Source: an optimization exercise on an open RTL-to-GDS flow (aim: small area). Production flows keep margins and buffers that such runs may drop. Function was checked by simulation only, so behaviour that the tests miss may differ from the original. No activity file was given, so power comes from the tool's default toggle rates.

JK:
==> flow/design.v <==
module cpu_state_core #(
   parameter logic [31:0] RESET_PC   = 32'h0000_0000,
   parameter logic [31:0] IR_RESET   = 32'h0000_0000,
   parameter int          DMEM_DEPTH = 64
) (
   input  logic        clock,
   input  logic        reset,
   input  logic        is_halt,
   input  logic        is_jal,
   input  logic        is_jalr,
   input  logic        branch_taken,
   input  logic [31:0] branch_target,
   input  logic [31:0] jalr_target,
   input  logic [31:0] imm_j,
   output logic [31:0] program_counter_value,
   input  logic [31:0] instruction_in,
   output logic [31:0] instruction_out,
   input  logic        memory_we,
   input  logic [31:0] address,
   input  logic [31:0] write_data,
   output logic [31:0] read_data
);
   localparam int AW = $clog2(DMEM_DEPTH);
   logic [31:0]   r_pc;
   logic [31:0]   r_ir;
   logic [31:0]   w_pc_next;
   logic [AW-1:0] w_index;
   logic          w_unused_addr;
   logic          r_phase;
   logic [31:0]   r_dmem [DMEM_DEPTH];
   logic [31:0]   w_dmem_next [DMEM_DEPTH];
   logic [31:0]   w_col_n;          
   logic [DMEM_DEPTH-1:0] w_wen;    
   logic [DMEM_DEPTH-1:0] w_sel_n;  
   logic [31:0]   w_rd_raw;
   assign w_index       = address[AW+1:2];
   assign w_unused_addr = ^{address[31:AW+2], address[1:0]};
   logic [31:0] w_pc_addend;
   logic [31:0] w_pc_sum;
   logic        w_pc_take_sum;
   always_comb begin
      if (is_halt)
         w_pc_addend = 32'd0;
      else if (is_jal)
         w_pc_addend = imm_j;
      else
         w_pc_addend = 32'd4;
   end
   assign w_pc_sum      = r_pc + w_pc_addend;
   assign w_pc_take_sum = is_halt | is_jal | (~is_jalr & ~branch_taken);
   always_comb begin
      if (w_pc_take_sum)
         w_pc_next = w_pc_sum;
      else if (is_jalr)
         w_pc_next = {jalr_target[31:1], 1'b0};
      else
         w_pc_next = branch_target;
   end
   always_ff @(posedge clock) begin
      if (reset) begin
         r_pc <= RESET_PC;
         r_ir <= IR_RESET;
      end else begin
         r_pc <= w_pc_next;
         r_ir <= instruction_in;
      end
   end
   always_ff @(posedge clock)
      r_phase <= reset | ~r_phase;
   assign w_col_n = ~(write_data ^ {32{r_phase}}) | {32{reset | ~memory_we}};
   always_comb begin
      for (int w = 0; w < DMEM_DEPTH; w++) begin
         w_sel_n[w] = w_index != AW'(w);
         w_wen[w]   = reset | (memory_we & (w_index == AW'(w)));
      end
   end
   for (genvar w = 0; w < DMEM_DEPTH; w++) begin : g_word
      cpu_state_core_word_next u_next (
         .q(r_dmem[w]), .wen(w_wen[w]), .sel_n(w_sel_n[w]), .col_n(w_col_n),
         .d(w_dmem_next[w])
      );
   end
   always_ff @(posedge clock) begin
      for (int w = 0; w < DMEM_DEPTH; w++)
         r_dmem[w] <= w_dmem_next[w];
   end
   for (genvar b = 0; b < 32; b++) begin : g_rd
      logic [DMEM_DEPTH-1:0] w_col;
      for (genvar w = 0; w < DMEM_DEPTH; w++) begin : g_w
         assign w_col[w] = r_dmem[w][b];
      end
      cpu_state_core_read_bit #(.N(DMEM_DEPTH)) u_rd (
         .q(w_col), .sel_n(w_sel_n), .d(w_rd_raw[b])
      );
   end
   assign program_counter_value = r_pc;
   assign instruction_out       = r_ir;
   assign read_data             = ~(w_rd_raw ^ {32{r_phase}});
endmodule
module cpu_state_core_word_next (
   input  logic [31:0] q,
   input  logic        wen,
   input  logic        sel_n,
   input  logic [31:0] col_n,
   output logic [31:0] d
);
   assign d = ~((q | {32{wen}}) & (col_n | {32{sel_n}}));
endmodule
module cpu_state_core_read_bit #(
   parameter int N = 64
) (
   input  logic [N-1:0] q,
   input  logic [N-1:0] sel_n,
   output logic         d
);
   localparam int P = (N + 1) / 2;
   logic [2*P-1:0] w_q, w_sel_n;
   logic [P-1:0]   w_pair_n;
   assign w_q     = (2*P)'(q);
   assign w_sel_n = {{(2*P-N){1'b1}}, sel_n};
   for (genvar p = 0; p < P; p++) begin : g_pair
      cpu_state_core_read_pair u_pair (
         .q(w_q[2*p +: 2]), .sel_n(w_sel_n[2*p +: 2]), .d_n(w_pair_n[p])
      );
   end
   assign d = ~|w_pair_n;
endmodule
module cpu_state_core_read_pair (
   input  logic [1:0] q,
   input  logic [1:0] sel_n,
   output logic       d_n
);
   assign d_n = ~((q[0] | sel_n[0]) & (q[1] | sel_n[1]));
endmodule
==> flow/config.mk <==
export PLATFORM = sky130hd
export DESIGN_NAME = cpu_state_core
export DESIGN_NICKNAME = cpu_state_core
export VERILOG_FILES = /design/flow/design.v
export SDC_FILE = /design/flow/constraint.sdc
export NUM_CORES = 4
export LEC_CHECK = 0
export CAP_MARGIN = 20
export CORE_MARGIN = 2
export CORE_UTILIZATION = 60
export CTS_CLUSTER_DIAMETER = 90
export CTS_CLUSTER_SIZE = 28
export SLEW_MARGIN = 20
export SYNTH_HIERARCHICAL = 1
==> flow/constraint.sdc <==
create_clock -name core_clock -period 15.0 [get_ports {clock}]
set_input_delay 3.0000 -clock core_clock [delete_from_list [all_inputs] [get_ports {clock}]]
set_output_delay 3.0000 -clock core_clock [all_outputs]
set_load 0.01 [all_outputs]
standard.sh (not shown) runs the stock make flow with config.mk's settings and CLKGATE_MAP_FILE= SYNTH_SCRIPT=/design/flow/synth_recipe.tcl, a recipe that flattens the netlist after the stock synthesis.
==> flow/flow/run.sh <==
#!/bin/bash
# Layout flow: the standard flow (standard synthesis unchanged), with
# two changes to how the layout is made:
#  - ports are buffered with the smallest buffer, sky130_fd_sc_hd__buf_1;
#  - clock tree synthesis inserts no dummy loads.
# Each step's full output is in orfs/logs/; make's own output is in
# flow_make.log.
set -euo pipefail
export BUFFER_PORTS_ARGS="-buffer_cell sky130_fd_sc_hd__buf_1"
export CTS_ARGS="-sink_clustering_enable -repair_clock_nets -dont_use_dummy_load -sink_clustering_size 28 -sink_clustering_max_diameter 90"
bash standard.sh finish > flow_make.log 2>&1
> inputs changed (JK -> MS)
==> flow/design.v, changed modules only <==
module cpu_state_core #(
   parameter logic [31:0] RESET_PC   = 32'h0000_0000,
   parameter logic [31:0] IR_RESET   = 32'h0000_0000,
   parameter int          DMEM_DEPTH = 64
) (
   input  logic        clock,
   input  logic        reset,
   input  logic        is_halt,
   input  logic        is_jal,
   input  logic        is_jalr,
   input  logic        branch_taken,
   input  logic [31:0] branch_target,
   input  logic [31:0] jalr_target,
   input  logic [31:0] imm_j,
   output logic [31:0] program_counter_value,
   input  logic [31:0] instruction_in,
   output logic [31:0] instruction_out,
   input  logic        memory_we,
   input  logic [31:0] address,
   input  logic [31:0] write_data,
   output logic [31:0] read_data
);
   localparam int AW = $clog2(DMEM_DEPTH);
   logic [31:0]   r_pc;
   logic [31:0]   r_ir;
   logic [31:0]   w_pc_next;
   logic [AW-1:0] w_index;
   logic          w_unused_addr;
   logic          r_phase;
   logic [31:0]   r_dmem [DMEM_DEPTH];
   logic [31:0]   w_dmem_next [DMEM_DEPTH];
   logic [31:0]   w_col_n;          
   logic [DMEM_DEPTH-1:0] w_wen;    
   logic [DMEM_DEPTH-1:0] w_sel_n;  
   logic [31:0]   w_rd_raw;
   assign w_index       = address[AW+1:2];
   assign w_unused_addr = ^{address[31:AW+2], address[1:0]};
   localparam int PC_SPLIT = 22;
   logic [31:0]        w_pc_addend;
   logic [31:0]        w_pc_sum;
   logic [PC_SPLIT:0]  w_pc_carry;
   logic [31:PC_SPLIT] w_pc_sum0, w_pc_sum1;
   logic [32:PC_SPLIT] w_pc_carry0, w_pc_carry1;
   logic               w_pc_take_sum;
   always_comb begin
      if (is_halt)
         w_pc_addend = 32'd0;
      else if (is_jal)
         w_pc_addend = imm_j;
      else
         w_pc_addend = 32'd4;
   end
   assign w_pc_carry[0] = 1'b0;
   for (genvar k = 0; k < PC_SPLIT; k++) begin : g_pc_add
      cpu_state_core_full_add u_fa (
         .a(r_pc[k]), .b(w_pc_addend[k]), .ci(w_pc_carry[k]),
         .s(w_pc_sum[k]), .co(w_pc_carry[k+1])
      );
   end
   assign w_pc_carry0[PC_SPLIT] = 1'b0;
   assign w_pc_carry1[PC_SPLIT] = 1'b1;
   for (genvar k = PC_SPLIT; k < 32; k++) begin : g_pc_add_hi
      cpu_state_core_full_add u_fa0 (
         .a(r_pc[k]), .b(w_pc_addend[k]), .ci(w_pc_carry0[k]),
         .s(w_pc_sum0[k]), .co(w_pc_carry0[k+1])
      );
      cpu_state_core_full_add u_fa1 (
         .a(r_pc[k]), .b(w_pc_addend[k]), .ci(w_pc_carry1[k]),
         .s(w_pc_sum1[k]), .co(w_pc_carry1[k+1])
      );
   end
   assign w_pc_sum[31:PC_SPLIT] = w_pc_carry[PC_SPLIT] ? w_pc_sum1 : w_pc_sum0;
   assign w_pc_take_sum = is_halt | is_jal | (~is_jalr & ~branch_taken);
   always_comb begin
      if (w_pc_take_sum)
         w_pc_next = w_pc_sum;
      else if (is_jalr)
         w_pc_next = {jalr_target[31:1], 1'b0};
      else
         w_pc_next = branch_target;
   end
   always_ff @(posedge clock) begin
      if (reset) begin
         r_pc <= RESET_PC;
         r_ir <= IR_RESET;
      end else begin
         r_pc <= w_pc_next;
         r_ir <= instruction_in;
      end
   end
   always_ff @(posedge clock)
      r_phase <= reset | ~r_phase;
   assign w_col_n = ~(write_data ^ {32{r_phase}}) | {32{reset | ~memory_we}};
   always_comb begin
      for (int w = 0; w < DMEM_DEPTH; w++) begin
         w_sel_n[w] = w_index != AW'(w);
         w_wen[w]   = reset | (memory_we & (w_index == AW'(w)));
      end
   end
   for (genvar w = 0; w < DMEM_DEPTH; w++) begin : g_word
      cpu_state_core_word_next u_next (
         .q(r_dmem[w]), .wen(w_wen[w]), .sel_n(w_sel_n[w]), .col_n(w_col_n),
         .d(w_dmem_next[w])
      );
   end
   always_ff @(posedge clock) begin
      for (int w = 0; w < DMEM_DEPTH; w++)
         r_dmem[w] <= w_dmem_next[w];
   end
   for (genvar b = 0; b < 32; b++) begin : g_rd
      logic [DMEM_DEPTH-1:0] w_col;
      for (genvar w = 0; w < DMEM_DEPTH; w++) begin : g_w
         assign w_col[w] = r_dmem[w][b];
      end
      cpu_state_core_read_bit #(.N(DMEM_DEPTH)) u_rd (
         .q(w_col), .sel_n(w_sel_n), .d(w_rd_raw[b])
      );
   end
   assign program_counter_value = r_pc;
   assign instruction_out       = r_ir;
   assign read_data             = ~(w_rd_raw ^ {32{r_phase}});
endmodule
module cpu_state_core_full_add (
   input  logic a,
   input  logic b,
   input  logic ci,
   output logic s,
   output logic co
);
   assign {co, s} = {1'b0, a} + {1'b0, b} + {1'b0, ci};
endmodule
==> comparison <==
JK and MS ended up with nearly the same proportion of power drawn by the clock network.
JK -> MS: met2 wire length decreased by a few percent
Looking at xor/xnor cell area share of the yosys netlist, MS sits 0.28 points lower than JK does.
Compared with JK, MS improves total power.
MS ends up with higher post-layout minimum cycle time than JK does.
JK has higher peak supply drop than MS.
From MS to JK, count of port buffers added during placement did not move at all.
Sequential power across JK and MS: no real change.
The final layout from MS, which completed every stage, passed the timing, design-rule and antenna checks at the end of the flow.
JK tops out at a higher clock frequency than MS.
Across both runs, cell area was lower for MS than for JK.
Setup slack of the critical path after layout on MS is behind JK.
The worst hold-check slack of MS and that of JK are within noise of each other.

==> what the ideal ports hide <==
How much do the figures lean on ideal ports? The routed layouts below were timed once more, with nothing changed but the port constraints. Step 1, drivers: a clkbuf_16 drives clock and a buf_2 each remaining input, both assumed. Step 2 times the ports against the registers' clock, not the clock port: input delays grow and output delays shrink by t, the midpoint of the rising clock arrivals with the driver on. Slacks: ideal ports / drivers / drivers and shift; pairs: ideal ports / drivers.
run	t (ns)	setup slack, ns	worst setup path after step 2	worst register clock-pin slew, ns
JK	0.775	4.320 / 4.213 / 4.213	input to output	0.11 / 0.11
MS	0.783	2.436 / 2.489 / 1.706	input to register	0.11 / 0.11
After both steps every run listed still meets setup and hold. The setup slack of MS, which loses most, moves by +0.053 ns with the drivers and by -0.730 ns with both steps.
